What follows belongs to an exercise in optimizing a design on an open flow for small area, a short achievable clock period and few clock cycles; a production flow would make more cautious choices.
In this exercise RTL edits were held to simulation tests only and were not proved equivalent to the original.
Power and IR drop assume default switching activity.

File: design/flow/run.sh
#!/bin/bash
# synth_recipe.tcl (not shown) runs the flow's synth.tcl, then flattens the netlist and writes it again
# the make line also repeats each setting of config.mk as NAME=value (left out here)
make -C /OpenROAD-flow-scripts/flow DESIGN_CONFIG=/design/flow/config.mk WORK_HOME=/design/flow/orfs CLKGATE_MAP_FILE= SYNTH_SCRIPT=/design/flow/synth_recipe.tcl finish
File: design/flow/config.mk
export PLATFORM = sky130hd
export DESIGN_NAME = fifo_icache_fetch_decode
export DESIGN_NICKNAME = fifo_icache_fetch_decode
export VERILOG_FILES = /design/flow/design.v
export SDC_FILE = /design/flow/constraint.sdc
export NUM_CORES = 4
export LEC_CHECK = 0
export CAP_MARGIN = 20
export CORE_MARGIN = 2
export CORE_UTILIZATION = 70
export SETUP_SLACK_MARGIN = 2.8
export SLEW_MARGIN = 20
File: design/flow/constraint.sdc
create_clock -name core_clock -period 5.0 [get_ports {clock}]
set_input_delay 1.0000 -clock core_clock [delete_from_list [all_inputs] [get_ports {clock}]]
set_output_delay 1.0000 -clock core_clock [all_outputs]
set_load 0.01 [all_outputs]
File: design/flow/design.v
`default_nettype none
package fifd_pkg;
   localparam int CACHE_ENTRIES = 16;
   localparam int SLOT_W = (CACHE_ENTRIES > 1) ? $clog2(CACHE_ENTRIES) : 1;
   localparam logic OP_LOOKUP = 1'b0;
   localparam logic OP_FILL   = 1'b1;
endpackage
`default_nettype wire
`default_nettype none
module fifd_cell
(
   input  wire logic        clock,
   input  wire logic        reset,
   input  wire logic        wr_en,
   input  wire logic [31:0] wr_addr,
   input  wire logic [31:0] wr_word,
   input  wire logic [31:0] probe_addr,
   output logic             match,
   output logic [31:0]      word
);
   logic [31:0] tag_ff;
   logic [31:0] word_ff;
   logic        valid_ff;
   always_ff @(posedge clock) begin
      if (reset) begin
         valid_ff <= 1'b0;
      end else if (wr_en) begin
         valid_ff <= 1'b1;
      end
      if (wr_en) begin
         tag_ff  <= wr_addr;
         word_ff <= wr_word;
      end
   end
   assign match = valid_ff && (tag_ff == probe_addr);
   assign word  = word_ff;
endmodule
`default_nettype wire
`default_nettype none
module fifd_decode
(
   input  wire logic [31:0] raw,
   output logic [31:0]      instruction,
   output logic [5:0]       major_op,
   output logic             imm_flag,
   output logic             branch_mode,
   output logic [3:0]       reg_a,
   output logic [3:0]       reg_b,
   output logic [3:0]       reg_c,
   output logic [15:0]      immediate
);
   logic [31:0] ir;
   assign ir          = {raw[7:0], raw[15:8], raw[23:16], raw[31:24]};
   assign instruction = ir;
   assign major_op    = ir[31:26];
   assign imm_flag    = ir[25];
   assign branch_mode = ir[24];
   assign reg_a       = ir[23:20];
   assign reg_b       = ir[19:16];
   assign reg_c       = ir[15:12];
   assign immediate   = {ir[7:0], ir[15:8]};
endmodule
`default_nettype wire
`default_nettype none
module fifo_icache_fetch_decode
(
   input  wire logic        clock,
   input  wire logic        reset,
   input  wire logic        start,
   output logic             busy,
   input  wire logic        req_opcode,
   input  wire logic [31:0] req_fetch_address,
   input  wire logic [31:0] req_memory_word,
   output logic             rsp_valid,
   output logic             rsp_hit,
   output logic [31:0]      rsp_instruction,
   output logic [5:0]       rsp_major_op,
   output logic             rsp_imm_flag,
   output logic             rsp_branch_mode,
   output logic [3:0]       rsp_reg_a,
   output logic [3:0]       rsp_reg_b,
   output logic [3:0]       rsp_reg_c,
   output logic [15:0]      rsp_immediate
);
   localparam int N      = fifd_pkg::CACHE_ENTRIES;
   localparam int SLOT_W = fifd_pkg::SLOT_W;
   logic              fill_accept;
   logic [SLOT_W-1:0] slot_ff;
   logic [N-1:0]      match;
   logic [N-1:0]      wr_en;
   logic [N-1:0]      s1_sel;
   logic              s1_valid;
   logic [N-1:0][31:0] words;
   logic [N-1:0]      first;
   logic [31:0]       read_word;
   logic              out_valid;
   logic              out_hit;
   logic [31:0]       out_word;
   assign busy        = 1'b0;
   assign fill_accept = start && (req_opcode == fifd_pkg::OP_FILL);
   for (genvar i = 0; i < N; i++) begin : g_cell
      assign wr_en[i] = fill_accept && (slot_ff == SLOT_W'(i));
      fifd_cell u_cell (
         .clock      (clock),
         .reset      (reset),
         .wr_en      (wr_en[i]),
         .wr_addr    (req_fetch_address),
         .wr_word    (req_memory_word),
         .probe_addr (req_fetch_address),
         .match      (match[i]),
         .word       (words[i])
      );
   end
   always_ff @(posedge clock) begin
      if (reset) begin
         slot_ff  <= '0;
         s1_valid <= 1'b0;
      end else begin
         if (fill_accept) begin
            slot_ff <= slot_ff + 1'b1;
         end
         s1_valid <= start;
      end
      s1_sel <= (req_opcode == fifd_pkg::OP_FILL) ? wr_en : match;
   end
   always_comb begin
      logic seen;
      seen = 1'b0;
      for (int i = 0; i < N; i++) begin
         first[i] = s1_sel[i] && !seen;
         seen     = seen || s1_sel[i];
      end
   end
   always_comb begin
      read_word = '0;
      for (int i = 0; i < N; i++) begin
         read_word = read_word | (words[i] & {32{first[i]}});
      end
   end
   always_ff @(posedge clock) begin
      if (reset) begin
         out_valid <= 1'b0;
      end else begin
         out_valid <= s1_valid;
      end
      out_hit  <= |s1_sel;
      out_word <= read_word;
   end
   assign rsp_valid = out_valid;
   assign rsp_hit   = out_hit;
   fifd_decode u_decode (
      .raw         (out_word),
      .instruction (rsp_instruction),
      .major_op    (rsp_major_op),
      .imm_flag    (rsp_imm_flag),
      .branch_mode (rsp_branch_mode),
      .reg_a       (rsp_reg_a),
      .reg_b       (rsp_reg_b),
      .reg_c       (rsp_reg_c),
      .immediate   (rsp_immediate)
   );
endmodule
`default_nettype wire
==> results of run 1 <==
-- final cells by class --
cell class              count  area [sq um]  area share
clock inverters            48           405     0.00831
repair buffers            266          2440      0.0501
well taps                 782           978      0.0201
inverters                   6          22.5    0.000462
flip-flops and latches   1095         32200       0.660
clock buffers             152          2970      0.0609
multi-input cells        1254          9760       0.200
-- registers in the layout, indices dropped and copies added (netlist names) --
name	cells
g_cell.u_cell.word_ff	512
g_cell.u_cell.valid_ff	16
out_hit	1
out_word	32
s1_valid	1
s1_sel	16
g_cell.u_cell.tag_ff	512
out_valid	1
slot_ff	4
-- placed cells by master (no fill, tap or decap), types with 10 or more instances in the layout --
cell             synthesis  layout
a22oi_1                 94      94
dfxtp_2                  0      23
clkdlybuf4s50_1          0      34
nand4b_1                14      14
dfxtp_1                 71      44
edfxtp_1              1024    1024
clkinv_1                 0      10
clkbuf_1               113      30
a221o_1                 30      30
nand2_1                 70      65
nor3_1                  20      15
buf_2                   21      75
nor2_4                   0      14
clkbuf_8                 0      17
buf_12                   0      20
clkbuf_16                0     107
nor4_1                  86      80
a21o_1                  13      13
nand2b_1                34      34
a22o_1                  33      33
nand4_1                 57      57
a222oi_1                61      61
xor2_1                 325     325
clkinv_2                 0      22
buf_4                   37      96
nor2_1                  85      70
o21ai_0                 67      66
o211a_1                 29      29
buf_6                    4      27
xnor2_1                187     187
-- critical path, cell delays in order, from the launching register on --
cell and delay, ns:
dfxtp_2 0.38, or4_4 0.58, or4b_4 0.66, buf_12 0.21, o211a_1 0.27, nand2_1 0.10
-- how the worst max path moves through the flow --
| stage | end |
|---|---|
| floorplan | g_cell[3].u_cell.tag_ff[0] |
| global placement | g_cell[0].u_cell.tag_ff[23] |
| detailed placement | g_cell[8].u_cell.tag_ff[5] |
| CTS | out_word[18] |
| global route | out_word[16] |
| finish | out_word[16] |
-- through the flow --
| step | util | instance area (sq um) |
|---|---|---|
| 2_1_floorplan | - | 42800 |
| 3_3_place_gp | 0.746 | 44800 |
| 3_5_place_dp | 0.746 | 44800 |
| 4_1_cts | 0.808 | 48600 |
| 5_1_grt | 0.812 | 48800 |
| 6_report | 0.812 | 48800 |
-- routing by layer --
layer / share of wire / up-vias / track usage
li1: - / 10107 / -
met1: 0.38 / 12072 / 0.470
met2: 0.48 / 1466 / 0.555
met3: 0.10 / 227 / 0.0556
met4: 0.039 / 0 / 0.128
met5: 0 / - / 0
-- what timing repair did --
item                       in CTS  in global routing
setup endpoints to repair    1102                474
gates resized for setup       385                 36
pin swaps                      13                  8
cloned                          7                  2
setup buffers                  24                  4
-- report_power, final --
part	switching, W	leakage (nW)	internal [W]	total [W]
Combinational	0.000618	4.68	0.000332	0.000950
Sequential	0.0000293	9.82	0.0101	0.0101
Clock	0.00332	1.67	0.00440	0.00772
Total	0.00397	16.2	0.0148	0.0188
-- kinds of logic (layout without fill, tap and decap cells) --
kind of cell | after synthesis | after routing | synth area share
buffers and inverters | 191 | 472 | 0.0215
and+or+nand+nor | 392 | 396 | 0.0493
AOI/OAI and AO/OA | 340 | 340 | 0.0643
adders and majority gates | 4 | 4 | 0.00118
muxes | 1 | 1 | 0.000236
xor gates and xnor gates | 512 | 512 | 0.106
other | 1 | 1 | 0.0000883
DFF | 1095 | 1095 | 0.758
==> summary.txt, run 1 <==
Run status
  – Result of the run: finished clean

Timing
  – Final number of max-transition violations: 0
  – Final clock skew: 0.0222 ns
  – Final WS setup: around 2.7 ns
  – Final-report setup violation count: 0
  – Actual slew at the worst max-slew pin: around 1.1 ns
  – Achievable clock frequency: about 440 MHz
  – Final hold violation count: 0
  – Post-Route Setup TNS: 0 ns
  – Unrepaired setup endpoints after global routing: yes
  – Hold slack final: ~0.46 ns
  – Fin crit period: ~2.3 ns
  – Normalized max-slew margin: 0.278
  – Final clock period utilization by the worst path: 0.456

Floorplanning
  – Placeable Area: ~60000 sq um
  – Chip Height: 250 microns
  – I/O pin count: 139
  – Overall die area: around 63000 sq um
  – Total number of placement rows: 90
  – Die width: 250 microns
  – Effective utilization at floorplan: 0.706

Yosys
  – Most frequent cells after synthesis: 1024 x edfxtp_1, 325 x xor2_1, 187 x xnor2_1
  – Top cells by area in the synthesized netlist: edfxtp_1 72%, xor2_1 6.7%, xnor2_1 3.9%
  – Number of warnings issued by yosys: 2
  – Number of synthesized flops with an enable pin: ~1000
  – Unique cell type count in the Yosys netlist: 46
  – Most instantiated library cell after synthesis: edfxtp_1
  – Cell area after synthesis: around 42000 sq um
  – Post-synthesis sequential element count: about 1100
  – Post-Syn Instances: ~2500
  – Top_reg_cell synth: edfxtp_1
  – Async S/R FF share, synth: 0
  – Syn_nets: about 2600
  – Post-synthesis cell type with the largest combined area: edfxtp_1
  – Mean post-synth cell area: approximately 17 sq um
  – Fraction of synthesized cell area taken by the top area cell type: 0.724
  – Post-synthesis sequential area ratio: 0.758

Clock tree
  – Level count of the clock H-tree: 3
  – CTS max path bufs: 3
  – Clk pin slew, worst setup/hold paths: approximately 0.060 ns
  – Clock Root Buffer: clkbuf_16
  – Clock sink count: approximately 1100
  – CTS Hold Buffers Added: 0
  – Num CTS Buffers: around 110
  – Worst-skew pair later-pin latency: 0.67 ns
  – CTS tree: done

Detailed routing
  – Via density per instance: ~6.6
  – First DRT Iteration DRCs: roughly 3200
  – Total length of routed wires: roughly 110000 microns
  – Average wire length per cell after detail routing: about 30 microns
  – Number of routed nets with antenna violations: 0
  – Vias after detailed routing: between 20000 and 25000
  – Total DRC errors in the routed layout: 0
  – Initial DRT Pass Iterations: 8

Cells and area
  – Non-filler instance count after layout: between 3000 and 4000
  – Number of fill cells: about 3000
  – Diodes inserted: 0
  – Final Net Count: 2800
  – Share of layout cells above drive strength 1: 0.166
  – Growth of design area from synthesis to finish: 14.9%

Place
  – Worst Setup Slack post-DPL: between 1.5 and 2 ns
  – Count of input and output buffers: 137
  – Placed cell count: approximately 3400
  – Half-perimeter wire length of the detailed placement result: ~57000 microns
  – Routability congestion estimate from global placement: between 0.8 and 0.9

Global routing
  – First-pass GRT wire length: about 150000 microns
  – Total congestion overflow after global routing: 0
  – Largest net degree at the start of global routing: 67
  – Via count of the first global-routing pass: 23484
  – Global Route Usage Sum: 0.340
  – Number of antenna violations at the first check in global routing: 1

Worst hold path
  – Hold Crit Endpoint: out_valid
  – Worst Hold Class: flip-flop to flip-flop
  – Hold path startpoint: s1_valid
  – Hold depth: 1

Power and ir drop
  – PnR Total Power: around 0.019 W
  – Power per Cell Area: about 380 nW/um^2
  – Leakage dissipation: 16.2 nW
  – Worst IR drop on VDD: ~0.40 mV

Critical path
  – WP data required: 5.59 ns
  – R2r startpoint: s1_sel[11]
  – Type of the worst setup path: flip-flop to flip-flop
  – Cell depth of the worst flop-to-flop path: 5
  – Type of destination of the critical path: flip-flop
  – CP Launch Type: flip-flop
  – Source of the critical timing path: s1_sel[11]
  – CP max FO: 18
  – Data arrival time at the worst-slack endpoint: around 2.9 ns
  – Crit Reg-Reg Endpoint: out_word[16]
  – FF-to-FF setup slack: ~2.7 ns

Run
  – Number of max-cap violations: 0
Testbench counts, summed over its fixed seeds: cycles 12,016.
==> run 2, diff against run 1 <==
--- a/design/flow/config.mk
+++ b/design/flow/config.mk
@@ -7,6 +7,6 @@
 export LEC_CHECK = 0
-export CAP_MARGIN = 20
+export CAP_MARGIN = 0
 export CORE_MARGIN = 2
-export CORE_UTILIZATION = 70
+export CORE_UTILIZATION = 65
 export SETUP_SLACK_MARGIN = 2.8
-export SLEW_MARGIN = 20
+export SLEW_MARGIN = 0
==> run 2 against run 1 <==
  * Die area up 7.6%
  * Power increased by 0.79%
  * Combinational power down 0.9%
  * Synthesized cell count unchanged
  * Hold slack got worse by 0.028 ns
  * Fmax is 3.9% higher
  * Sequential cell count did not move
  * Highest routed layer is now met5
  * Register-to-register slack better by 0.10 ns
  * Global-route usage down 2.2 points
  * Still clean on timing, DRC and antenna
==> summary.txt, run 2 <==
Timing
  – Achievable clock frequency: 455 MHz
  – Normalized max-slew margin: 0.222
  – Final clock period utilization by the worst path: 0.439
  – Post-Route Setup TNS: 0 ns
  – Final clock skew: approximately 0.029 ns
  – Unrepaired setup endpoints after global routing: yes
  – Fin crit period: 2.20 ns
  – Final-report setup violation count: 0
  – Actual slew at the worst max-slew pin: around 1.2 ns
  – Final hold violation count: 0
  – Final number of max-transition violations: 0

Yosys
  – Async S/R FF share, synth: 0
  – Post-synthesis sequential area ratio: 0.758
  – Fraction of synthesized cell area taken by the top area cell type: 0.724
  – Top cells by area in the synthesized netlist: edfxtp_1 72%, xor2_1 6.7%, xnor2_1 3.9%
  – Post-Syn Instances: around 2500
  – Most instantiated library cell after synthesis: edfxtp_1
  – Number of synthesized flops with an enable pin: between 1000 and 1500
  – Post-synthesis sequential element count: 1095
  – Cell area after synthesis: roughly 42000 sq um
  – Mean post-synth cell area: 16.7 sq um
  – Number of warnings issued by yosys: 2
  – Top_reg_cell synth: edfxtp_1
  – Post-synthesis cell type with the largest combined area: edfxtp_1
  – Syn_nets: around 2600
  – Unique cell type count in the Yosys netlist: 46
  – Most frequent cells after synthesis: 1024 x edfxtp_1, 325 x xor2_1, 187 x xnor2_1

Power and ir drop
  – Power per Cell Area: ~380 nW/um^2
  – Leakage dissipation: roughly 16 nW
  – Worst IR drop on VDD: between 0.3 and 0.4 mV

Critical path
  – CP max FO: 15
  – CP Launch Type: input port
  – Data arrival time at the worst-slack endpoint: 2.53 ns
  – Source of the critical timing path: req_opcode
  – WP data required: 5.33 ns
  – Type of the worst setup path: input port to flip-flop
  – Cell seen most often among critical-path stages: buf_12
  – Type of destination of the critical path: flip-flop
  – FF-to-FF setup slack: roughly 2.8 ns
  – Cell depth of the worst flop-to-flop path: 4
  – Worst path depth: 7
  – Crit Reg-Reg Endpoint: out_hit
  – Cells traversed along the worst timing path: clkdlybuf4s50_1, and2_4, buf_12, nand2_8, nor3_4, buf_12, buf_6
  – R2r startpoint: s1_sel[9]
  – Worst path slowest cell: clkdlybuf4s50_1
  – CP Capture Point: g_cell[2].u_cell.word_ff[21]
  – Cell class contributing the biggest share of worst-path delay: buffers and inverters
  – Delay of the slowest critical-path stage: 0.48 ns
  – Buffer and inverter count on the worst path: 4

Place
  – Count of input and output buffers: approximately 140
  – Half-perimeter wire length of the detailed placement result: approximately 57000 microns
  – DP Area: ~45000 sq um
  – Routability congestion estimate from global placement: approximately 0.8

Detailed routing
  – Total length of routed wires: roughly 110000 microns
  – Total DRC errors in the routed layout: 0
  – Vias after detailed routing: between 20000 and 25000
  – Number of routed nets with antenna violations: 0
  – Initial DRT Pass Iterations: 7
  – Average wire length per cell after detail routing: between 20 and 30 microns
  – First DRT Iteration DRCs: 2927
  – Via density per instance: 6.38

Global routing
  – First-pass GRT wire length: 154000 microns
  – Total congestion overflow after global routing: 0
  – Largest net degree at the start of global routing: 67
  – Global Route Usage Sum: 0.318
  – Via count of the first global-routing pass: 23373
  – Number of antenna violations at the first check in global routing: 2

Clock tree
  – Level count of the clock H-tree: 3
  – CTS Hold Buffers Added: 0
  – Clock Root Buffer: clkbuf_16
  – CTS max path bufs: 3
  – Worst-skew pair later-pin latency: roughly 0.66 ns
  – Clock sink count: approximately 1100
  – CTS tree: done
  – Clk pin slew, worst setup/hold paths: ~0.06 ns
  – Num CTS Buffers: 104

Floorplanning
  – Placeable Area: 64500 sq um
  – Effective utilization at floorplan: 0.659
  – Chip Height: about 260 microns
  – Die width: around 260 microns
  – Overall die area: approximately 67000 sq um
  – I/O pin count: between 100 and 150
  – Total number of placement rows: slightly above 90

Cells and area
  – Top library cells by usage in the layout, fill and taps aside: 1024 x edfxtp_1, 325 x xor2_1, 187 x xnor2_1
  – Growth of design area from synthesis to finish: 16.1%
  – Final std cell area, no fill: about 49000 sq um
  – Diodes inserted: 0
  – Top flop regs: g_cell.u_cell.tag_ff x512, g_cell.u_cell.word_ff x512, out_word x32
  – Number of fill cells: about 3800
  – Share of layout cells above drive strength 1: 0.166
  – Final Net Count: between 2000 and 3000
  – Most frequent standard cell in the layout excluding fill and tap cells: edfxtp_1

Worst hold path
  – Worst Hold Class: flip-flop to flip-flop

Run status
  – Result of the run: finished clean

Run
  – Number of max-cap violations: 0
## run 2: cells by family after synthesis
family	share of synthesized area
xor+xnor	0.106
fa+ha+maj	0.00118
buf+inv	0.0215
simple gates	0.0493
mux	0.000236
flops	0.758
compound gates	0.0643
other cells	0.0000883
## run 2: worst min path at each step
stage,depth (start not counted),to,start
finish,1,out_valid,s1_valid
global route,1,out_valid,s1_valid
CTS,1,out_valid,s1_valid
detailed placement,1,out_valid,s1_valid
global placement,1,out_valid,s1_valid
floorplan,1,out_hit,s1_sel[15]
## run 2: layout make-up
cell class                 instances  area, sq um  area share
clock buffer                     160         3070      0.0623
clock inverter                    38          360     0.00731
inverter                           6         22.5    0.000457
multi-input combinational       1255         9760       0.198
sequential                      1095        32200       0.654
tap                              855         1070      0.0217
timing repair buffer             278         2780      0.0564
## run 2: stage by stage
stage               cells  setup WS, ns  hold WS, ns  utilization  power [W]
floorplan            2536          1.57        0.406            -     0.0108
CTS                  3674          2.74        0.432        0.759     0.0190
global route         3687          2.73        0.459        0.765     0.0194
finish               3687          2.80        0.433        0.765     0.0189
global placement     3433          1.59        0.419        0.697     0.0112
detailed placement   3433          1.59        0.431        0.697     0.0112
## run 2: timing repair
action	CTS	global route
endpoints found under the hold margin	0	0
endpoints found under the setup margin	851	578
buffers inserted	32	6
pin swaps	17	10
gates resized for setup	383	53
cloned	11	7
## run 2: where the power goes
group	switching, W	internal (W)
registers	0.0000333	0.0101
logic	0.000604	0.000337
clock network	0.00329	0.00458
total	0.00393	0.0150
## run 2: per-layer routing
layer | up-vias | share of wire | track usage
met2 | 1186 | 0.50 | 0.535
met1 | 12014 | 0.39 | 0.426
met5 | - | 0.00011 | 0
li1 | 10125 | - | -
met4 | 2 | 0.029 | 0.108
met3 | 181 | 0.087 | 0.0551
==> run 3, diff against run 2 <==
--- a/design/flow/config.mk
+++ b/design/flow/config.mk
@@ -7,6 +7,6 @@
 export LEC_CHECK = 0
-export CAP_MARGIN = 0
+export CAP_MARGIN = 20
 export CORE_MARGIN = 2
 export CORE_UTILIZATION = 65
-export SETUP_SLACK_MARGIN = 2.8
-export SLEW_MARGIN = 0
+export SETUP_SLACK_MARGIN = 3.0
+export SLEW_MARGIN = 20
==> run 3 against run 2 <==
  * Core utilization increased by 2.3 points
  * Synthesized cell count unchanged
  * Global-route usage increased by 1.4 points
  * Die area unchanged
  * Clock power about the same
  * Highest routed layer unchanged
  * Routed wire length increased by 4.4%
  * First-iteration DRC count increased by 3.3%
  * Final cell count increased by 1.1%
==> summary.txt, run 3 <==
Yosys
  – Dominant combinational cell family by area after synthesis: XOR/XNOR gates
  – Most instantiated library cell after synthesis: edfxtp_1
  – Post-synthesis cell type with the largest combined area: edfxtp_1
  – Number of synthesized flops with an enable pin: slightly above 1000
  – Top cells by area in the synthesized netlist: edfxtp_1 72%, xor2_1 6.7%, xnor2_1 3.9%
  – Post-synthesis sequential element count: between 1000 and 1500
  – Post-synthesis sequential area ratio: 0.758
  – Mean post-synth cell area: 16.7 sq um
  – Top_reg_cell synth: edfxtp_1
  – Fraction of synthesized cell area in xor and xnor cells: 0.106
  – Syn_nets: about 2600
  – Share of synthesized cell area in and, or, nand and nor gates: 0.0493
  – Number of warnings issued by yosys: 2
  – Fraction of synthesized cell area taken by the top area cell type: 0.724
  – Cell area after synthesis: 42500 sq um
  – Post-Syn Instances: 2536
  – Async S/R FF share, synth: 0
  – Unique cell type count in the Yosys netlist: 46
  – Compound-Gate Fraction of Synth Area: 0.0643
  – Mux cell area share after synthesis: 0.000236
  – Most frequent cells after synthesis: 1024 x edfxtp_1, 325 x xor2_1, 187 x xnor2_1
  – Post-Synth Adder-Cell Area: 0.00118

Worst hold path
  – Hold Crit Endpoint: out_valid
  – Hold path startpoint: s1_valid
  – Worst Hold Class: flip-flop to flip-flop
  – Hold depth: 1

Power and ir drop
  – Internal: 0.0151 W
  – Power per Cell Area: between 300 and 400 nW/um^2
  – Reg power frac: 0.530
  – Net switching power: around 0.0040 W
  – Power share of the clock group: 0.412
  – Gate power share: 0.058
  – Leakage dissipation: roughly 17 nW
  – Worst IR drop on VDD: around 0.4 mV
  – Switching part of the total power: 0.209

Run
  – Number of max-cap violations: 0

Timing
  – Final clock skew: 0.0355 ns
  – Unrepaired setup endpoints after global routing: yes
  – Final-report setup violation count: 0
  – Achievable clock frequency: 417 MHz
  – Final number of max-transition violations: 0
  – Fin crit period: between 2 and 2.5 ns
  – Final clock period utilization by the worst path: 0.480
  – Final hold violation count: 0
  – Normalized max-slew margin: 0.203
  – Actual slew at the worst max-slew pin: between 1 and 1.5 ns
  – Post-Route Setup TNS: 0 ns

Cells and area
  – Top flop regs: g_cell.u_cell.tag_ff x512, g_cell.u_cell.word_ff x512, out_word x32
  – Top library cells by usage in the layout, fill and taps aside: 1024 x edfxtp_1, 325 x xor2_1, 187 x xnor2_1
  – Diodes inserted: 0
  – Non-filler instance count after layout: between 3000 and 4000
  – Growth of design area from synthesis to finish: 19.6%
  – Share of layout cells above drive strength 1: 0.192
  – Final Net Count: between 2000 and 3000
  – Number of fill cells: 3540
  – Most frequent standard cell in the layout excluding fill and tap cells: edfxtp_1

Run status
  – Result of the run: finished clean

Critical path
  – Cells traversed along the worst timing path: buf_6, buf_12, nor2b_4, buf_12, a221o_1, a222oi_1, o211a_1, nand2_1
  – CP Launch Type: flip-flop
  – FF-to-FF setup slack: approximately 2.6 ns
  – WP data required: between 5 and 6 ns
  – Delay of the slowest critical-path stage: 0.86 ns
  – Type of the worst setup path: flip-flop to flip-flop
  – Worst path slowest cell: a222oi_1
  – Cell class contributing the biggest share of worst-path delay: compound AO/OA/AOI/OAI gates
  – Data arrival time at the worst-slack endpoint: roughly 2.9 ns
  – Cell seen most often among critical-path stages: buf_12
  – R2r startpoint: s1_sel[1]
  – Cell depth of the worst flop-to-flop path: 8
  – Type of destination of the critical path: flip-flop
  – CP max FO: 6
  – Crit Reg-Reg Endpoint: out_word[11]
  – Buffer and inverter count on the worst path: 3

Floorplanning
  – Die width: ~260 microns
  – Chip Height: approximately 260 microns
  – Total number of placement rows: slightly above 90
  – I/O pin count: approximately 140
  – Effective utilization at floorplan: 0.659
  – Placeable Area: 64500 sq um
  – Overall die area: slightly below 70000 sq um

Clock tree
  – Clock Root Buffer: clkbuf_16
  – Clk pin slew, worst setup/hold paths: about 0.070 ns
  – CTS tree: done
  – Num CTS Buffers: around 100
  – CTS max path bufs: 3
  – Level count of the clock H-tree: 3
  – CTS Hold Buffers Added: 0
  – Clock sink count: 1095
  – Worst-skew pair later-pin latency: ~0.67 ns

Global routing
  – Global Route Usage Sum: 0.332
  – Via count of the first global-routing pass: about 24000
  – Largest net degree at the start of global routing: 67
  – First-pass GRT wire length: roughly 160000 microns
  – Number of antenna violations at the first check in global routing: 3
  – Total congestion overflow after global routing: 0

Place
  – Half-perimeter wire length of the detailed placement result: about 57000 microns
  – Count of input and output buffers: between 100 and 150
  – Placed cell count: 3433
  – Routability congestion estimate from global placement: between 0.8 and 0.9

Detailed routing
  – Number of routed nets with antenna violations: 0
  – Via density per instance: approximately 6.5
  – Total length of routed wires: approximately 110000 microns
  – Average wire length per cell after detail routing: around 30 microns
  – Initial DRT Pass Iterations: 7
  – Vias after detailed routing: 24065
  – First DRT Iteration DRCs: 3024
  – Total DRC errors in the routed layout: 0
run 3: metal layers:
| layer | vias up | share of wire | global-route usage |
|---|---|---|---|
| li1 | 10222 | - | - |
| met1 | 12303 | 0.38 | 0.441 |
| met2 | 1277 | 0.50 | 0.559 |
| met3 | 261 | 0.084 | 0.0541 |
| met4 | 2 | 0.038 | 0.126 |
| met5 | - | 0.00011 | 0 |
run 3: kinds of logic after synthesis:
logic type | after synthesis
simple gates | 392
buf+inv | 191
flops | 1095
fa+ha+maj | 4
compound gates | 340
other cells | 1
xor+xnor | 512
mux | 1
run 3: area by class of cell:
type / count / area, sq um / share of cell area
Multi-Input combinational cell: 1256 / 9960 / 0.196
Clock buffer: 160 / 3070 / 0.0605
Sequential cell: 1095 / 32300 / 0.636
Clock inverter: 38 / 360 / 0.00710
Tap cell: 855 / 1070 / 0.0211
Inverter: 6 / 22.5 / 0.000444
Timing Repair Buffer: 319 / 4000 / 0.0789
run 3: worst max-delay path by stage:
stage,endpoint,cells past startpoint,startpoint
floorplan,g_cell[3].u_cell.tag_ff[0],4,req_opcode
global placement,s1_sel[13],7,req_fetch_address[26]
detailed placement,s1_sel[13],7,req_fetch_address[1]
CTS,out_word[17],6,s1_sel[1]
global route,out_word[11],8,s1_sel[1]
finish,out_word[11],8,s1_sel[1]
run 3: through the flow:
stage | hold slack (ns) | cell area (sq um) | worst slack, ns | total power (W) | utilization
final | 0.428 | 50800 | 2.60 | 0.0191 | 0.787
after global placement | 0.419 | 44900 | 1.59 | 0.0112 | 0.697
after floorplan | 0.406 | 42800 | 1.57 | 0.0108 | -
after CTS | 0.432 | 50200 | 2.82 | 0.0191 | 0.779
after detailed placement | 0.431 | 44900 | 1.66 | 0.0112 | 0.697
after global routing | 0.457 | 50800 | 2.72 | 0.0195 | 0.787
run 3: power by group through the flow:
stage,clock [W],sequential [W],combinational (W)
2_1_floorplan,0,0.0103,0.000465
3_3_place_gp,0,0.0103,0.000891
3_5_place_dp,0,0.0103,0.000911
4_1_cts,0.00791,0.0101,0.00107
5_1_grt,0.00826,0.0101,0.00115
6_report,0.00788,0.0101,0.00110
run 3: what timing repair did:
action,4_1_cts,5_1_grt
gates cloned,21,3
setup endpoints to repair,1112,116
resized for setup,576,74
pin swaps,43,42
buffers inserted,59,15
==> run 4, diff against run 3 <==
--- a/design/flow/config.mk
+++ b/design/flow/config.mk
@@ -10,3 +10,5 @@
 export CORE_UTILIZATION = 65
-export SETUP_SLACK_MARGIN = 3.0
+export CTS_CLUSTER_DIAMETER = 60
+export CTS_CLUSTER_SIZE = 24
+export SETUP_SLACK_MARGIN = 2.8
 export SLEW_MARGIN = 20
==> run 4 against run 3 <==
  * Non-clock buffer count is 8 lower
  * Die area stayed put
  * Clock-buffer cell count is 78 lower
  * Hold slack better by 0.0063 ns
  * Critical path depth stayed put
  * Fmax is 6.6% higher
  * Clock skew is 0.011 ns lower
  * Register-to-register slack better by 0.18 ns
  * Synthesized cell count stayed put
  * Clock power is 31% lower
  * Critical path type is now input port to flip-flop
  * Critical endpoint is now g_cell[3].u_cell.word_ff[8]
  * Largest cell class unchanged
==> summary.txt, run 4 <==
Clock tree
  – CTS max path bufs: 3
  – Clk pin slew, worst setup/hold paths: 0.09 ns
  – Num CTS Buffers: 57
  – CTS Hold Buffers Added: 0
  – Clock Root Buffer: clkbuf_16
  – Clock sink count: 1095
  – Worst-skew pair later-pin latency: about 0.66 ns
  – Level count of the clock H-tree: 2
  – CTS tree: done

Detailed routing
  – Uppermost routed layer: met5
  – Initial DRT Pass Iterations: 8
  – Wl on met1: 42300 microns
  – Number of routed nets with antenna violations: 0
  – Via density per instance: between 6 and 7
  – Length of routed met3 wiring: between 8000 and 9000 microns
  – WL met2: roughly 54000 microns
  – Vias after detailed routing: around 23000
  – Average wire length per cell after detail routing: ~30 microns
  – First DRT Iteration DRCs: about 2900
  – Total DRC errors in the routed layout: 0
  – Total length of routed wires: approximately 110000 microns

Cells and area
  – Most frequent standard cell in the layout excluding fill and tap cells: edfxtp_1
  – Growth of design area from synthesis to finish: 13.6%
  – Top library cells by usage in the layout, fill and taps aside: 1024 x edfxtp_1, 325 x xor2_1, 187 x xnor2_1
  – Final std cell area, no fill: around 48000 sq um
  – Final Net Count: 2800
  – Top flop regs: g_cell.u_cell.tag_ff x512, g_cell.u_cell.word_ff x512, out_word x32
  – Share of layout cells above drive strength 1: 0.163

Timing
  – Fin crit period: ~2.2 ns
  – Final clock skew: between 0.02 and 0.025 ns
  – Final clock period utilization by the worst path: 0.450
  – Actual slew at the worst max-slew pin: around 0.94 ns
  – Unrepaired setup endpoints after global routing: yes
  – Achievable clock frequency: 444 MHz
  – Post-Route Setup TNS: 0 ns
  – Final-report setup violation count: 0
  – Normalized max-slew margin: 0.371
  – Final hold violation count: 0
  – Final number of max-transition violations: 0
  – Hold slack final: approximately 0.43 ns

Yosys
  – Post-Synth Adder-Cell Area: 0.00118
  – Unique cell type count in the Yosys netlist: between 40 and 50
  – Syn_nets: 2608
  – Fraction of synthesized cell area in xor and xnor cells: 0.106
  – Most frequent cells after synthesis: 1024 x edfxtp_1, 325 x xor2_1, 187 x xnor2_1
  – Post-synthesis sequential element count: approximately 1100
  – Post-Syn Instances: roughly 2500
  – Fraction of synthesized cell area taken by the top area cell type: 0.724
  – Number of synthesized flops with an enable pin: slightly above 1000
  – Cell area after synthesis: roughly 42000 sq um
  – Mux cell area share after synthesis: 0.000236
  – Dominant combinational cell family by area after synthesis: XOR/XNOR gates
  – Share of synthesized cell area in and, or, nand and nor gates: 0.0493
  – Post-synthesis cell type with the largest combined area: edfxtp_1
  – Number of warnings issued by yosys: 2
  – Top cells by area in the synthesized netlist: edfxtp_1 72%, xor2_1 6.7%, xnor2_1 3.9%
  – Post-synthesis sequential area ratio: 0.758
  – Mean post-synth cell area: approximately 17 sq um
  – Compound-Gate Fraction of Synth Area: 0.0643
  – Async S/R FF share, synth: 0
  – Top_reg_cell synth: edfxtp_1
  – Most instantiated library cell after synthesis: edfxtp_1

Global routing
  – Total congestion overflow after global routing: 0
  – First-pass GRT wire length: around 150000 microns
  – Global Route Usage Sum: 0.312
  – Number of antenna violations at the first check in global routing: 2
  – Largest net degree at the start of global routing: 67
  – Via count of the first global-routing pass: ~23000

Floorplanning
  – I/O pin count: around 140
  – Effective utilization at floorplan: 0.659
  – Die width: 260 microns
  – Placeable Area: around 64000 sq um
  – Total number of placement rows: between 90 and 100
  – Overall die area: approximately 67000 sq um
  – Chip Height: ~260 microns

Place
  – Half-perimeter wire length of the detailed placement result: 57200 microns
  – Routability congestion estimate from global placement: between 0.8 and 0.9
  – DP Area: approximately 45000 sq um
  – Count of input and output buffers: about 140

Worst hold path
  – Worst Hold Class: flip-flop to flip-flop

Power and ir drop
  – Worst IR drop on VDD: ~0.37 mV
  – Leakage dissipation: 15.8 nW
  – Power per Cell Area: roughly 340 nW/um^2

Critical path
  – Data arrival time at the worst-slack endpoint: roughly 2.6 ns
  – Type of destination of the critical path: flip-flop
  – FF-to-FF setup slack: approximately 2.8 ns
  – CP Launch Type: input port
  – CP max FO: 15
  – WP data required: approximately 5.4 ns
  – Type of the worst setup path: input port to flip-flop

Run
  – Number of max-cap violations: 0

Run status
  – Result of the run: finished clean
run 4: changes by cell type in the layout (fill, tap and decap cells not counted), sizes merged:
cell           delta
diode             +1
bufinv            -2
dlygate4sd2       -2
clkdlybuf4s50     +2
bufbuf            -3
inv               +6
buf              -16
clkinvlp          +5
clkinv           -23
clkbuf           -67
nor2b             +1
run 4: path summary, 6_finish.rpt:
path	startpoint	end	cells after the start
hold / removal	s1_valid	out_valid	1
hold reg to reg	s1_valid	out_valid	1
setup / recovery	start	g_cell[3].u_cell.word_ff[8]	8
setup reg to reg	s1_sel[1]	out_hit	4
run 4: through the flow:
stage | setup slack, ns | total power, W | std cells | utilization
floorplan | 1.57 | 0.0108 | 2536 | -
global placement | 1.59 | 0.0112 | 3433 | 0.697
detailed placement | 1.66 | 0.0112 | 3433 | 0.697
CTS | 2.70 | 0.0165 | 3591 | 0.737
global route | 2.71 | 0.0169 | 3630 | 0.748
finish | 2.75 | 0.0165 | 3631 | 0.748
run 4: logic make-up (layout without fill, tap and decap cells):
kind of cell / after synthesis / in the layout
adder cells (fa/ha/maj): 4 / 4
multiplexers: 1 / 1
AND/OR/NAND/NOR: 392 / 399
buffers and inverters: 191 / 423
other: 1 / 2
flip-flops: 1095 / 1095
AO/OA/AOI/OAI: 340 / 340
XOR/XNOR: 512 / 512
run 4: timing repair:
item / 4_1_cts / 5_1_grt
setup endpoints to repair: 850 / 625
setup buffers: 41 / 22
gates cloned: 11 / 17
pin swaps: 15 / 17
gates resized for setup: 401 / 68
run 4: per-layer routing:
layer,track usage,up-vias
li1,-,10063
met1,0.429,12016
met2,0.528,1122
met3,0.0437,185
met4,0.0920,2
met5,0,-
run 4: critical path: stages:
cell and delay, ns:
clkdlybuf4s50_1 0.48, and2_4 0.20, buf_12 0.12, buf_12 0.10, nand2_8 0.08, nor3_4 0.23, buf_6 0.19, buf_12 0.17
run 4: cell type report:
type,count,area (sq um)
flip-flops and latches,1095,32200
fillers,3890,16200
multi-input cells,1257,9790
repair buffers,311,3160
clock buffers,82,1600
well taps,855,1070
clock inverters,24,327
inverters,6,22.5
diodes,1,2.50
run 4: where the power goes:
group,leakage (nW),internal (W),switching (W)
clock network,0.918,0.00256,0.00290
logic,5.07,0.000354,0.000615
registers,9.82,0.0101,0.0000336
==> run 5, diff against run 4 <==
--- a/design/flow/config.mk
+++ b/design/flow/config.mk
@@ -9,5 +9,4 @@
 export CORE_MARGIN = 2
-export CORE_UTILIZATION = 65
-export CTS_CLUSTER_DIAMETER = 60
-export CTS_CLUSTER_SIZE = 24
+export CORE_UTILIZATION = 55
+export PLACE_DENSITY = 0.75
 export SETUP_SLACK_MARGIN = 2.8
==> run 5 against run 4 <==
  * Combinational power increased by 4%
  * Core utilization fell by 9.7 points
  * Area after synthesis unchanged
==> summary.txt, run 5 <==
Yosys
  – Post-Syn Instances: 2536
  – Cell area after synthesis: 42500 sq um
  – Most frequent cells after synthesis: 1024 x edfxtp_1, 325 x xor2_1, 187 x xnor2_1
  – Post-synthesis sequential element count: between 1000 and 1500
  – Number of warnings issued by yosys: 2
  – Async S/R FF share, synth: 0
  – Top cells by area in the synthesized netlist: edfxtp_1 72%, xor2_1 6.7%, xnor2_1 3.9%
  – Top_reg_cell synth: edfxtp_1
  – Fraction of synthesized cell area taken by the top area cell type: 0.724
  – Syn_nets: approximately 2600
  – Post-synthesis cell type with the largest combined area: edfxtp_1
  – Mean post-synth cell area: 16.7 sq um
  – Post-synthesis sequential area ratio: 0.758
  – Unique cell type count in the Yosys netlist: 46
  – Most instantiated library cell after synthesis: edfxtp_1
  – Number of synthesized flops with an enable pin: around 1000

Detailed routing
  – Initial DRT Pass Iterations: 7
  – Total length of routed wires: around 110000 microns
  – Number of routed nets with antenna violations: 0
  – First DRT Iteration DRCs: about 3100
  – Via density per instance: between 6 and 7
  – Vias after detailed routing: around 24000
  – Average wire length per cell after detail routing: roughly 28 microns
  – Length of routed met3 wiring: between 10000 and 15000 microns
  – Wl on met1: 42300 microns
  – Total DRC errors in the routed layout: 0
  – WL met2: 51400 microns
  – Uppermost routed layer: met4

Clock tree
  – Level count of the clock H-tree: 3
  – CTS Hold Buffers Added: 0
  – Clock sink count: 1095
  – CTS tree: done
  – Clock Root Buffer: clkbuf_16
  – CTS max path bufs: 3
  – Clk pin slew, worst setup/hold paths: about 0.060 ns
  – Num CTS Buffers: ~110
  – Worst-skew pair later-pin latency: approximately 0.71 ns

Power and ir drop
  – Switching part of the total power: 0.216
  – Leakage dissipation: ~16 nW
  – Internal: about 0.015 W
  – Gate power share: 0.053
  – Power share of the clock group: 0.419
  – Reg power frac: 0.528
  – Power per Cell Area: 386 nW/um^2
  – Net switching power: between 0.004 and 0.005 W
  – Worst IR drop on VDD: between 0.3 and 0.4 mV

Critical path
  – Cell seen most often among critical-path stages: buf_12
  – Delay of the slowest critical-path stage: between 0.8 and 0.9 ns
  – R2r startpoint: s1_sel[1]
  – WP data required: approximately 5.6 ns
  – FF-to-FF setup slack: between 2 and 3 ns
  – Type of destination of the critical path: flip-flop
  – Data arrival time at the worst-slack endpoint: 2.99 ns
  – Cells traversed along the worst timing path: buf_12, buf_12, buf_12, a221o_1, a222oi_1, o211a_1, nand2_1
  – CP max FO: 6
  – Type of the worst setup path: flip-flop to flip-flop
  – Source of the critical timing path: s1_sel[1]
  – Crit Reg-Reg Endpoint: out_word[19]
  – Worst path slowest cell: a222oi_1
  – Cell depth of the worst flop-to-flop path: 7
  – CP Launch Type: flip-flop

Timing
  – Final clock skew: ~0.053 ns
  – Final-report setup violation count: 0
  – Post-Route Setup TNS: 0 ns
  – Final WS setup: 2.60 ns
  – Final hold violation count: 0
  – Normalized max-slew margin: 0.330
  – Fin crit period: between 2 and 2.5 ns
  – Achievable clock frequency: around 420 MHz
  – Final clock period utilization by the worst path: 0.481
  – Final number of max-transition violations: 0
  – Actual slew at the worst max-slew pin: approximately 1 ns
  – Unrepaired setup endpoints after global routing: yes
  – Hold slack final: ~0.44 ns

Global routing
  – Via count of the first global-routing pass: roughly 23000
  – First-pass GRT wire length: approximately 150000 microns
  – Total congestion overflow after global routing: 0
  – Global Route Usage Sum: 0.268
  – Largest net degree at the start of global routing: 67
  – Number of antenna violations at the first check in global routing: 0

Floorplanning
  – Chip Height: ~280 microns
  – I/O pin count: between 100 and 150
  – Effective utilization at floorplan: 0.557
  – Die width: 282 microns
  – Total number of placement rows: around 100
  – Overall die area: just under 80000 sq um
  – Placeable Area: 76200 sq um

Worst hold path
  – Worst Hold Class: flip-flop to flip-flop
  – Hold Crit Endpoint: out_valid
  – Hold depth: 1
  – Hold path startpoint: s1_valid

Cells and area
  – Most frequent standard cell in the layout excluding fill and tap cells: edfxtp_1
  – Final Net Count: roughly 2800
  – Top library cells by usage in the layout, fill and taps aside: 1024 x edfxtp_1, 325 x xor2_1, 187 x xnor2_1
  – Growth of design area from synthesis to finish: 16.9%
  – Final standard cell utilization of the core: 0.651
  – Diodes inserted: 0
  – Non-filler instance count after layout: between 3000 and 4000
  – Top flop regs: g_cell.u_cell.tag_ff x512, g_cell.u_cell.word_ff x512, out_word x32
  – Share of layout cells above drive strength 1: 0.171

Place
  – Count of input and output buffers: approximately 140
  – Placed cell count: 3600
  – Half-perimeter wire length of the detailed placement result: approximately 59000 microns
  – Routability congestion estimate from global placement: between 0.8 and 0.9
  – Worst Setup Slack post-DPL: between 1.5 and 2 ns

Run status
  – Result of the run: finished clean

Run
  – Number of max-cap violations: 0
## run 5: cell counts after synthesis
No cell type changed its count.
## run 5: area by class of cell
cell class                      count  area [sq um]
Clock buffer                      152          2970
Timing Repair Buffer              257          2670
Clock inverter                     48           594
Tap cell                         1030          1290
Sequential cell                  1095         32200
Inverter                            6          22.5
Fill cell                        4974         26600
Multi-Input combinational cell   1256          9860
## run 5: cells by family after synthesis
| logic type | after synthesis | share of synthesized area |
|---|---|---|
| xor gates and xnor gates | 512 | 0.106 |
| buffers and inverters | 191 | 0.0215 |
| muxes | 1 | 0.000236 |
| other | 1 | 0.0000883 |
| and+or+nand+nor | 392 | 0.0493 |
| AOI/OAI and AO/OA | 340 | 0.0643 |
| DFF | 1095 | 0.758 |
| adders and majority gates | 4 | 0.00118 |
## run 5: what timing repair did
action | in CTS | in global routing
buffers inserted | 25 | 1
gates resized for setup | 411 | 48
endpoints found under the setup margin | 1153 | 191
pin swaps | 34 | 26
cloned | 14 | 4
## run 5: metrics by stage
stage          area [sq um]  power (W)
4_1_cts               49400     0.0192
6_report              49600     0.0192
3_5_place_dp          45100     0.0112
5_1_grt               49600     0.0196
2_1_floorplan         42800     0.0108
3_3_place_gp          45100     0.0112
## run 5: power by group through the flow
| stage | clock network, W | registers (W) | logic, W |
|---|---|---|---|
| 3_5_place_dp | 0 | 0.0103 | 0.000934 |
| 3_3_place_gp | 0 | 0.0103 | 0.000907 |
| 4_1_cts | 0.00809 | 0.0101 | 0.000986 |
| 6_report | 0.00803 | 0.0101 | 0.00101 |
| 2_1_floorplan | 0 | 0.0103 | 0.000465 |
| 5_1_grt | 0.00845 | 0.0101 | 0.00106 |
## run 5: critical path, delay by kind of cell (launching register included)
family / cells / cell delay [ns]
AOI/OAI and AO/OA: 3 / 1.46
buffers and inverters: 3 / 0.42
DFF: 1 / 0.35
and+or+nand+nor: 1 / 0.05
## run 5: worst max-delay path by stage
stage and to:
3_3_place_gp g_cell[3].u_cell.word_ff[15], 3_5_place_dp g_cell[3].u_cell.word_ff[15], 6_report out_word[19], 5_1_grt out_word[19], 2_1_floorplan g_cell[3].u_cell.tag_ff[0], 4_1_cts out_hit
## run 5: routing by layer
metal	vias up	GRT usage
met1	12122	0.373
li1	10096	-
met2	1431	0.428
met4	0	0.0934
met3	228	0.0478
met5	-	0
==> run 6, diff against run 5 <==
--- a/design/flow/config.mk
+++ b/design/flow/config.mk
@@ -9,4 +9,3 @@
 export CORE_MARGIN = 2
-export CORE_UTILIZATION = 55
-export PLACE_DENSITY = 0.75
+export CORE_UTILIZATION = 65
 export SETUP_SLACK_MARGIN = 2.8
==> run 6 against run 5 <==
  * Still clean
  * Cell area decreased by 0.54%
  * Worst setup slack improved by 0.22 ns
  * Final cell count decreased by 4.0%
  * Critical path type is now input port to flip-flop
  * Largest cell class unchanged
==> summary.txt, run 6 <==
Power and ir drop
  – Net switching power: 0.00392 W
  – Power per Cell Area: ~380 nW/um^2
  – Reg power frac: 0.535
  – Gate power share: 0.050
  – Power share of the clock group: 0.415
  – Internal: 0.0150 W
  – Switching part of the total power: 0.207
  – Leakage dissipation: 16.4 nW
  – Worst IR drop on VDD: around 0.39 mV

Run
  – Number of max-cap violations: 0

Global routing
  – Total congestion overflow after global routing: 0
  – Largest net degree at the start of global routing: 67
  – First-pass GRT wire length: approximately 150000 microns
  – Via count of the first global-routing pass: ~23000
  – Global Route Usage Sum: 0.318
  – Number of antenna violations at the first check in global routing: 3

Yosys
  – Post-synthesis sequential element count: roughly 1100
  – Post-synthesis sequential area ratio: 0.758
  – Number of warnings issued by yosys: 2
  – Post-synthesis cell type with the largest combined area: edfxtp_1
  – Post-Syn Instances: around 2500
  – Async S/R FF share, synth: 0
  – Syn_nets: ~2600
  – Fraction of synthesized cell area taken by the top area cell type: 0.724
  – Mean post-synth cell area: between 15 and 20 sq um
  – Cell area after synthesis: roughly 42000 sq um
  – Number of synthesized flops with an enable pin: between 1000 and 1500
  – Most frequent cells after synthesis: 1024 x edfxtp_1, 325 x xor2_1, 187 x xnor2_1
  – Top cells by area in the synthesized netlist: edfxtp_1 72%, xor2_1 6.7%, xnor2_1 3.9%
  – Unique cell type count in the Yosys netlist: between 40 and 50
  – Top_reg_cell synth: edfxtp_1
  – Most instantiated library cell after synthesis: edfxtp_1

Clock tree
  – Clk pin slew, worst setup/hold paths: roughly 0.060 ns
  – Level count of the clock H-tree: 3
  – Clock Root Buffer: clkbuf_16
  – Num CTS Buffers: 104
  – Clock sink count: 1095
  – Worst-skew pair later-pin latency: ~0.66 ns
  – CTS max path bufs: 3
  – CTS tree: done

Timing
  – Achievable clock frequency: between 400 and 500 MHz
  – Fin crit period: 2.18 ns
  – Unrepaired setup endpoints after global routing: yes
  – Final hold violation count: 0
  – Final clock period utilization by the worst path: 0.436
  – Actual slew at the worst max-slew pin: between 1 and 1.5 ns
  – Final-report setup violation count: 0
  – Normalized max-slew margin: 0.209
  – Final clock skew: ~0.033 ns
  – Final number of max-transition violations: 0
  – Post-Route Setup TNS: 0 ns

Place
  – Count of input and output buffers: approximately 140
  – Routability congestion estimate from global placement: 0.801
  – DP Area: between 40000 and 50000 sq um
  – Half-perimeter wire length of the detailed placement result: roughly 57000 microns

Cells and area
  – Final Net Count: between 2000 and 3000
  – Share of layout cells above drive strength 1: 0.167
  – Final std cell area, no fill: a little under 50000 sq um
  – Diodes inserted: 0
  – Growth of design area from synthesis to finish: 16.3%
  – Top flop regs: g_cell.u_cell.tag_ff x512, g_cell.u_cell.word_ff x512, out_word x32
  – Final standard cell utilization of the core: 0.766
  – Top library cells by usage in the layout, fill and taps aside: 1024 x edfxtp_1, 325 x xor2_1, 187 x xnor2_1
  – Number of fill cells: roughly 3700
  – Most frequent standard cell in the layout excluding fill and tap cells: edfxtp_1

Detailed routing
  – Initial DRT Pass Iterations: 7
  – First DRT Iteration DRCs: 2991
  – Average wire length per cell after detail routing: about 29 microns
  – Number of routed nets with antenna violations: 0
  – Total DRC errors in the routed layout: 0
  – Vias after detailed routing: 23647
  – Via density per instance: around 6.4
  – Total length of routed wires: 108000 microns

Critical path
  – CP Launch Type: input port
  – WP data required: around 5.3 ns
  – CP max FO: 28
  – Type of destination of the critical path: flip-flop
  – Data arrival time at the worst-slack endpoint: around 2.5 ns
  – Type of the worst setup path: input port to flip-flop

Floorplanning
  – Overall die area: slightly below 70000 sq um
  – Die width: roughly 260 microns
  – Placeable Area: 64500 sq um
  – I/O pin count: 139
  – Chip Height: 260 microns
  – Total number of placement rows: 93
  – Effective utilization at floorplan: 0.659

Run status
  – Result of the run: finished clean

Worst hold path
  – Worst Hold Class: flip-flop to flip-flop
## run 6: cell counts after synthesis
Identical to the previous run, type by type.
## run 6: power by group through the flow
stage	sequential, W	clock [W]	combinational (W)
2_1_floorplan	0.0103	0	0.000465
3_3_place_gp	0.0103	0	0.000891
3_5_place_dp	0.0103	0	0.000911
4_1_cts	0.0101	0.00791	0.000922
5_1_grt	0.0101	0.00826	0.000997
6_report	0.0101	0.00786	0.000944
## run 6: worst paths after layout
check                                                     to  cells after the start  slack (ns)       start
worst max-delay path            g_cell[13].u_cell.tag_ff[12]                      6        2.82  req_opcode
worst min-delay path                               out_valid                      1        0.43    s1_valid
worst max register to register                       out_hit                      4        2.82   s1_sel[6]
worst min register to register                     out_valid                      1        0.43    s1_valid
## run 6: logic make-up (layout without fill, tap and decap cells)
group | after synthesis | count (layout) | share of synthesized area
flops | 1095 | 1095 | 0.758
other cells | 1 | 1 | 0.0000883
simple gates | 392 | 398 | 0.0493
xor+xnor | 512 | 512 | 0.106
fa+ha+maj | 4 | 4 | 0.00118
compound gates | 340 | 340 | 0.0643
buf+inv | 191 | 485 | 0.0215
mux | 1 | 1 | 0.000236
## run 6: cell type report
cell class | instances | area (sq um) | share of cell area
well taps | 855 | 1070 | 0.0217
multi-input cells | 1256 | 9780 | 0.198
clock buffers | 160 | 3070 | 0.0622
inverters | 6 | 22.5 | 0.000456
clock inverters | 38 | 360 | 0.00730
repair buffers | 281 | 2840 | 0.0575
flip-flops and latches | 1095 | 32200 | 0.653
## run 6: worst max-delay path, stage by stage
cell,delay [ns]
clkdlybuf4s50_1,0.48
and2_4,0.21
buf_12,0.15
nand2_8,0.08
nor2_4,0.27
clkbuf_16,0.32
## run 6: stage by stage
step | worst slack (ns) | hold slack (ns) | power [W] | std cells
final | 2.82 | 0.432 | 0.0189 | 3691
after global routing | 2.73 | 0.459 | 0.0194 | 3691
after CTS | 2.76 | 0.432 | 0.0190 | 3672
after detailed placement | 1.66 | 0.431 | 0.0112 | 3433
after global placement | 1.59 | 0.419 | 0.0112 | 3433
after floorplan | 1.57 | 0.406 | 0.0108 | 2536
## run 6: layer usage
layer	vias to the layer above	track usage	share of wire
li1	10143	-	-
met1	12055	0.425	0.38
met2	1266	0.532	0.50
met3	181	0.0555	0.086
met4	2	0.113	0.030
met5	-	0	0.00011
## run 6: what timing repair did
item / 4_1_cts / 5_1_grt
cloned: 11 / 9
setup endpoints to repair: 851 / 586
hold buffers: 0 / 0
resized for setup: 383 / 59
buffers inserted: 30 / 10
pin swaps: 16 / 13
==> run 7, diff against run 6 <==
--- a/design/flow/config.mk
+++ b/design/flow/config.mk
@@ -10,2 +10,4 @@
 export CORE_UTILIZATION = 65
+export CTS_CLUSTER_DIAMETER = 80
+export CTS_CLUSTER_SIZE = 32
 export SETUP_SLACK_MARGIN = 2.8
==> run 7 against run 6 <==
  * Largest cell class unchanged
  * Sequential power is essentially flat
  * Cell area shrank 3.6%
  * Still clean on timing, DRC and antenna
  * Critical endpoint is now rsp_immediate[7]
  * Global-route usage shrank 0.84 points
  * Power shrank 18%
  * First-iteration DRC count shrank 12%
  * Combinational power grew 3.2%
  * Synthesized cell count is the same
==> summary.txt, run 7 <==
Run status
  – Result of the run: finished clean

Clock tree
  – CTS max path bufs: 3
  – Clock sink count: approximately 1100
  – Clk pin slew, worst setup/hold paths: roughly 0.11 ns
  – Num CTS Buffers: between 40 and 50
  – Level count of the clock H-tree: 2
  – Clock Root Buffer: clkbuf_16
  – CTS tree: done
  – Worst-skew pair later-pin latency: 0.64 ns

Yosys
  – Most instantiated library cell after synthesis: edfxtp_1
  – Post-synthesis cell type with the largest combined area: edfxtp_1
  – Async S/R FF share, synth: 0
  – Post-Syn Instances: about 2500
  – Syn_nets: approximately 2600
  – Number of synthesized flops with an enable pin: 1024
  – Number of warnings issued by yosys: 2
  – Mean post-synth cell area: 16.7 sq um
  – Cell area after synthesis: between 40000 and 50000 sq um
  – Post-synthesis sequential area ratio: 0.758
  – Fraction of synthesized cell area taken by the top area cell type: 0.724
  – Most frequent cells after synthesis: 1024 x edfxtp_1, 325 x xor2_1, 187 x xnor2_1
  – Unique cell type count in the Yosys netlist: 46
  – Post-synthesis sequential element count: around 1100
  – Top_reg_cell synth: edfxtp_1
  – Top cells by area in the synthesized netlist: edfxtp_1 72%, xor2_1 6.7%, xnor2_1 3.9%

Cells and area
  – Top flop regs: g_cell.u_cell.tag_ff x512, g_cell.u_cell.word_ff x512, out_word x32
  – Top library cells by usage in the layout, fill and taps aside: 1024 x edfxtp_1, 325 x xor2_1, 187 x xnor2_1
  – Diodes inserted: 0
  – Final Net Count: about 2800
  – Number of fill cells: 3983
  – Growth of design area from synthesis to finish: 12.0%
  – Most frequent standard cell in the layout excluding fill and tap cells: edfxtp_1
  – Share of layout cells above drive strength 1: 0.150

Floorplanning
  – Chip Height: approximately 260 microns
  – I/O pin count: around 140
  – Total number of placement rows: 93
  – Placeable Area: 64500 sq um
  – Overall die area: about 67000 sq um
  – Effective utilization at floorplan: 0.659
  – Die width: approximately 260 microns

Power and ir drop
  – Reg power frac: 0.649
  – Power share of the clock group: 0.289
  – Switching part of the total power: 0.213
  – Leakage dissipation: 15.5 nW
  – Net switching power: approximately 0.0033 W
  – Gate power share: 0.063
  – Worst IR drop on VDD: just over 0.4 mV
  – Power per Cell Area: roughly 330 nW/um^2
  – PnR Total Power: 0.0156 W
  – Internal: 0.0123 W

Critical path
  – Type of destination of the critical path: output pin
  – Type of the worst setup path: flip-flop to output pin
  – Delay of the slowest critical-path stage: between 0.3 and 0.4 ns
  – CP Capture Point: rsp_immediate[7]
  – Source of the critical timing path: out_word[23]
  – Data arrival time at the worst-slack endpoint: 1.24 ns
  – Cell depth of the worst flop-to-flop path: 7
  – Cell seen most often among critical-path stages: buf_6
  – Buffer and inverter count on the worst path: 2
  – CP Launch Type: flip-flop
  – Worst path slowest cell: dfxtp_4
  – Cells traversed along the worst timing path: buf_6, buf_6
  – R2r startpoint: s1_sel[0]
  – Crit Reg-Reg Endpoint: out_word[18]
  – Worst path depth: 2
  – Cell class contributing the biggest share of worst-path delay: flip-flops
  – WP data required: ~4 ns
  – FF-to-FF setup slack: 2.78 ns
  – CP max FO: 2

Global routing
  – Largest net degree at the start of global routing: 67
  – Number of antenna violations at the first check in global routing: 1
  – Global Route Usage Sum: 0.309
  – Total congestion overflow after global routing: 0
  – Via count of the first global-routing pass: 22540
  – First-pass GRT wire length: between 150000 and 200000 microns

Timing
  – Final hold violation count: 0
  – Unrepaired setup endpoints after global routing: yes
  – Final-report setup violation count: 0
  – Normalized max-slew margin: 0.238
  – Fin crit period: 2.24 ns
  – Final clock period utilization by the worst path: 0.448
  – Post-Route Setup TNS: 0 ns
  – Final clock skew: roughly 0.045 ns
  – Achievable clock frequency: approximately 450 MHz
  – Final number of max-transition violations: 0
  – Actual slew at the worst max-slew pin: between 1 and 1.5 ns

Run
  – Number of max-cap violations: 0

Detailed routing
  – Via density per instance: between 6 and 7
  – Vias after detailed routing: 23055
  – Initial DRT Pass Iterations: 7
  – Average wire length per cell after detail routing: 29.5 microns
  – Number of routed nets with antenna violations: 0
  – First DRT Iteration DRCs: between 2000 and 3000
  – Total length of routed wires: between 100000 and 150000 microns
  – Total DRC errors in the routed layout: 0

Worst hold path
  – Worst Hold Class: flip-flop to flip-flop

Place
  – Half-perimeter wire length of the detailed placement result: ~57000 microns
  – Count of input and output buffers: roughly 140
  – Routability congestion estimate from global placement: 0.801
## run 7: cell counts after synthesis
Identical to the previous run, type by type.
## run 7: final cells by class
| type | count | area (sq um) | share of cell area |
|---|---|---|---|
| Clock buffer | 65 | 1190 | 0.0250 |
| Multi-Input combinational cell | 1256 | 9780 | 0.206 |
| Tap cell | 855 | 1070 | 0.0225 |
| Inverter | 6 | 22.5 | 0.000473 |
| Clock inverter | 11 | 164 | 0.00345 |
| Sequential cell | 1095 | 32200 | 0.678 |
| Timing Repair Buffer | 299 | 3100 | 0.0651 |
## run 7: metrics by stage
stage,hold WS [ns],setup slack (ns),utilization,instance area [sq um],instances
after floorplan,0.406,1.57,-,42800,2536
after global placement,0.419,1.59,0.697,44900,3433
after detailed placement,0.431,1.66,0.697,44900,3433
after CTS,0.439,2.71,0.727,46900,3555
after global routing,0.456,2.74,0.738,47600,3587
final,0.413,2.76,0.738,47600,3587
## run 7: how the worst min path moves through the flow
stage                           end       start  slack [ns]  cells after the start
after floorplan             out_hit  s1_sel[15]        0.41                      1
after global placement    out_valid    s1_valid        0.42                      1
after detailed placement  out_valid    s1_valid        0.43                      1
after CTS                 out_valid    s1_valid        0.44                      1
after global routing      out_valid    s1_valid        0.46                      1
final                     out_valid    s1_valid        0.41                      1
## run 7: cells by family (layout without fill, tap and decap cells)
logic type	count (synthesis)	in the layout	share of synthesized area
AO/OA/AOI/OAI	340	340	0.0643
XOR/XNOR	512	512	0.106
adder cells (fa/ha/maj)	4	4	0.00118
buffers and inverters	191	381	0.0215
flip-flops	1095	1095	0.758
multiplexers	1	1	0.000236
other	1	1	0.0000883
AND/OR/NAND/NOR	392	398	0.0493
## run 7: routing by layer
layer / track usage / vias up / share of wire
met5: 0 / - / 0
met4: 0.0865 / 0 / 0.030
met3: 0.0351 / 157 / 0.074
met2: 0.533 / 1046 / 0.50
met1: 0.424 / 11873 / 0.40
li1: - / 9979 / -
## run 7: timing repair
item | 4_1_cts | 5_1_grt
resized for setup | 401 | 61
gates cloned | 11 | 10
hold endpoints to repair | 0 | 0
hold buffers | 0 | 0
pin swaps | 16 | 12
setup buffers | 35 | 22
endpoints found under the setup margin | 861 | 481
## run 7: power by group through the flow
stage	sequential, W	clock (W)	combinational (W)
6_report	0.0101	0.00450	0.000974
5_1_grt	0.0101	0.00482	0.00103
4_1_cts	0.0101	0.00454	0.000929
3_5_place_dp	0.0103	0	0.000911
3_3_place_gp	0.0103	0	0.000891
2_1_floorplan	0.0103	0	0.000465
==> run 8, diff against run 7 <==
--- a/design/flow/config.mk
+++ b/design/flow/config.mk
@@ -10,5 +10,5 @@
 export CORE_UTILIZATION = 65
-export CTS_CLUSTER_DIAMETER = 80
+export CTS_CLUSTER_DIAMETER = 60
 export CTS_CLUSTER_SIZE = 32
-export SETUP_SLACK_MARGIN = 2.8
+export SETUP_SLACK_MARGIN = 2.85
 export SLEW_MARGIN = 20
==> run 8 against run 7 <==
  * Register-to-register slack worse by 0.02 ns
  * Final cell count is 0.45% higher
  * Power is 4.8% higher
  * Sequential cell count stayed put
  * Routed wire length is 1.5% higher
  * Sequential share of layout area is 0.97 points lower
  * Global-route usage is 1.1 points higher
  * Core utilization is 1.1 points higher
  * Clock-buffer cell count is 11 lower
  * Sequential power hardly changed
  * Critical path type unchanged
  * Largest power group unchanged
  * Hold slack better by 0.012 ns
  * Highest routed layer is now met5
==> summary.txt, run 8 <==
Run status
  – Result of the run: finished clean

Clock tree
  – Clock sink count: roughly 1100
  – CTS tree: done
  – Worst-skew pair later-pin latency: approximately 0.65 ns
  – Clk pin slew, worst setup/hold paths: approximately 0.10 ns
  – Level count of the clock H-tree: 2
  – Num CTS Buffers: between 50 and 60
  – CTS max path bufs: 3
  – Clock Root Buffer: clkbuf_16

Critical path
  – Cell depth of the worst flop-to-flop path: 6
  – Cell seen most often among critical-path stages: buf_6
  – Cells traversed along the worst timing path: buf_6, buf_6
  – Type of destination of the critical path: output pin
  – CP max FO: 3
  – Delay of the slowest critical-path stage: a little under 0.4 ns
  – Worst path slowest cell: dfxtp_4
  – Type of the worst setup path: flip-flop to output pin
  – CP Launch Type: flip-flop
  – WP data required: 4.00 ns
  – FF-to-FF setup slack: around 2.8 ns
  – Data arrival time at the worst-slack endpoint: 1.25 ns

Global routing
  – First-pass GRT wire length: roughly 160000 microns
  – Total congestion overflow after global routing: 0
  – Largest net degree at the start of global routing: 67
  – Number of antenna violations at the first check in global routing: 2
  – Global Route Usage Sum: 0.321
  – Via count of the first global-routing pass: between 20000 and 25000

Detailed routing
  – Initial DRT Pass Iterations: 6
  – Number of routed nets with antenna violations: 0
  – Total length of routed wires: about 110000 microns
  – Total DRC errors in the routed layout: 0
  – Vias after detailed routing: roughly 23000
  – Via density per instance: around 6.4
  – First DRT Iteration DRCs: 2777
  – Average wire length per cell after detail routing: between 20 and 30 microns

Yosys
  – Unique cell type count in the Yosys netlist: 46
  – Number of warnings issued by yosys: 2
  – Async S/R FF share, synth: 0
  – Syn_nets: approximately 2600
  – Most instantiated library cell after synthesis: edfxtp_1
  – Post-synthesis sequential area ratio: 0.758
  – Mean post-synth cell area: around 17 sq um
  – Post-synthesis sequential element count: around 1100
  – Most frequent cells after synthesis: 1024 x edfxtp_1, 325 x xor2_1, 187 x xnor2_1
  – Post-synthesis cell type with the largest combined area: edfxtp_1
  – Post-Syn Instances: between 2000 and 3000
  – Number of synthesized flops with an enable pin: 1024
  – Fraction of synthesized cell area taken by the top area cell type: 0.724
  – Cell area after synthesis: 42500 sq um
  – Top_reg_cell synth: edfxtp_1
  – Top cells by area in the synthesized netlist: edfxtp_1 72%, xor2_1 6.7%, xnor2_1 3.9%

Cells and area
  – Non-filler instance count after layout: 3603
  – Share of layout cells above drive strength 1: 0.163
  – Growth of design area from synthesis to finish: 13.7%
  – Most frequent standard cell in the layout excluding fill and tap cells: edfxtp_1
  – Final Net Count: ~2800
  – Top library cells by usage in the layout, fill and taps aside: 1024 x edfxtp_1, 325 x xor2_1, 187 x xnor2_1
  – Top flop regs: g_cell.u_cell.tag_ff x512, g_cell.u_cell.word_ff x512, out_word x32
  – Diodes inserted: 0

Floorplanning
  – Die width: between 200 and 300 microns
  – Effective utilization at floorplan: 0.659
  – Chip Height: about 260 microns
  – Overall die area: just under 70000 sq um
  – I/O pin count: 139
  – Placeable Area: 64500 sq um
  – Total number of placement rows: 93

Worst hold path
  – Hold depth: 1
  – Worst Hold Class: flip-flop to flip-flop

Place
  – Routability congestion estimate from global placement: 0.801
  – Half-perimeter wire length of the detailed placement result: approximately 57000 microns
  – Worst Setup Slack post-DPL: approximately 1.7 ns
  – Placed cell count: ~3400
  – Count of input and output buffers: between 100 and 150

Timing
  – Final clock period utilization by the worst path: 0.450
  – Unrepaired setup endpoints after global routing: yes
  – Final clock skew: 0.0369 ns
  – Post-Route Setup TNS: 0 ns
  – Actual slew at the worst max-slew pin: roughly 1.2 ns
  – Final-report setup violation count: 0
  – Achievable clock frequency: approximately 440 MHz
  – Final WS setup: 2.75 ns
  – Normalized max-slew margin: 0.230
  – Fin crit period: around 2.3 ns
  – Final hold violation count: 0
  – Final number of max-transition violations: 0

Run
  – Number of max-cap violations: 0

Power and ir drop
  – Worst IR drop on VDD: around 0.39 mV
  – Power per Cell Area: around 340 nW/um^2
  – Leakage dissipation: 15.8 nW
## run 8: cell types whose count changed in the layout (fill, tap and decap cells not counted), moves of 4 or more
cell	delta
dfxtp_4	+6
buf_6	+26
clkbuf_1	-17
buf_12	+4
clkinv_8	+8
dfxtp_2	-6
inv_8	+7
buf_2	-31
inv_6	+7
buf_16	+4
## run 8: report_power, final
group          switching (W)  internal [W]  total [W]
Clock                0.00305       0.00216    0.00521
Sequential         0.0000397        0.0101     0.0101
Combinational       0.000617      0.000391    0.00101
Total                0.00370        0.0126     0.0163
## run 8: worst max-delay path, delay by kind of cell (launching register included)
family	cells	cell delay, ns
DFF	1	0.39
buffers and inverters	2	0.23
## run 8: path summary, 6_finish.rpt
kind,start,to
hold reg to reg,s1_valid,out_valid
setup reg to reg,s1_sel[11],out_word[18]
hold / removal,s1_valid,out_valid
setup / recovery,out_word[23],rsp_immediate[7]
## run 8: cell families (layout without fill, tap and decap cells)
family,Yosys count,in the layout,synth area share
simple gates,392,398,0.0493
compound gates,340,340,0.0643
mux,1,1,0.000236
other cells,1,1,0.0000883
xor+xnor,512,512,0.106
fa+ha+maj,4,4,0.00118
buf+inv,191,397,0.0215
flops,1095,1095,0.758
## run 8: final cells by class
cell class,instances,area (sq um)
inverter,6,22.5
clock inverter,39,508
timing repair buffer,298,3320
clock buffer,54,1290
sequential,1095,32300
multi-input combinational,1256,9810
tap,855,1070
fill,3841,16200
## run 8: what timing repair did
action                                  CTS  global route
gates cloned                             18             1
gates resized for setup                 461            57
setup endpoints to repair              1018           154
buffers inserted                         50             8
endpoints found under the hold margin     0             0
pin swaps                                38            21
hold buffers                              0             0
## run 8: metrics by stage
stage	hold WS, ns	area, sq um	utilization	power [W]
3_3_place_gp	0.419	44900	0.697	0.0112
5_1_grt	0.445	48300	0.749	0.0167
4_1_cts	0.428	47900	0.743	0.0163
3_5_place_dp	0.431	44900	0.697	0.0112
6_report	0.426	48300	0.749	0.0163
2_1_floorplan	0.406	42800	-	0.0108
## run 8: metal layers
layer / track usage / wire, microns
met4: 0.101 / 3580
met3: 0.0466 / 8440
met2: 0.546 / 53700
met1: 0.433 / 41700
met5: 0 / 12

Re-timed with assumed drivers on the ports (clkbuf_16 on the clock, buf_2 on other inputs), run 8 has 2.681 ns of setup slack against 2.749 ns with ideal ports, and 2.214 ns once port delays also move by the mid clock arrival of 0.704 ns.
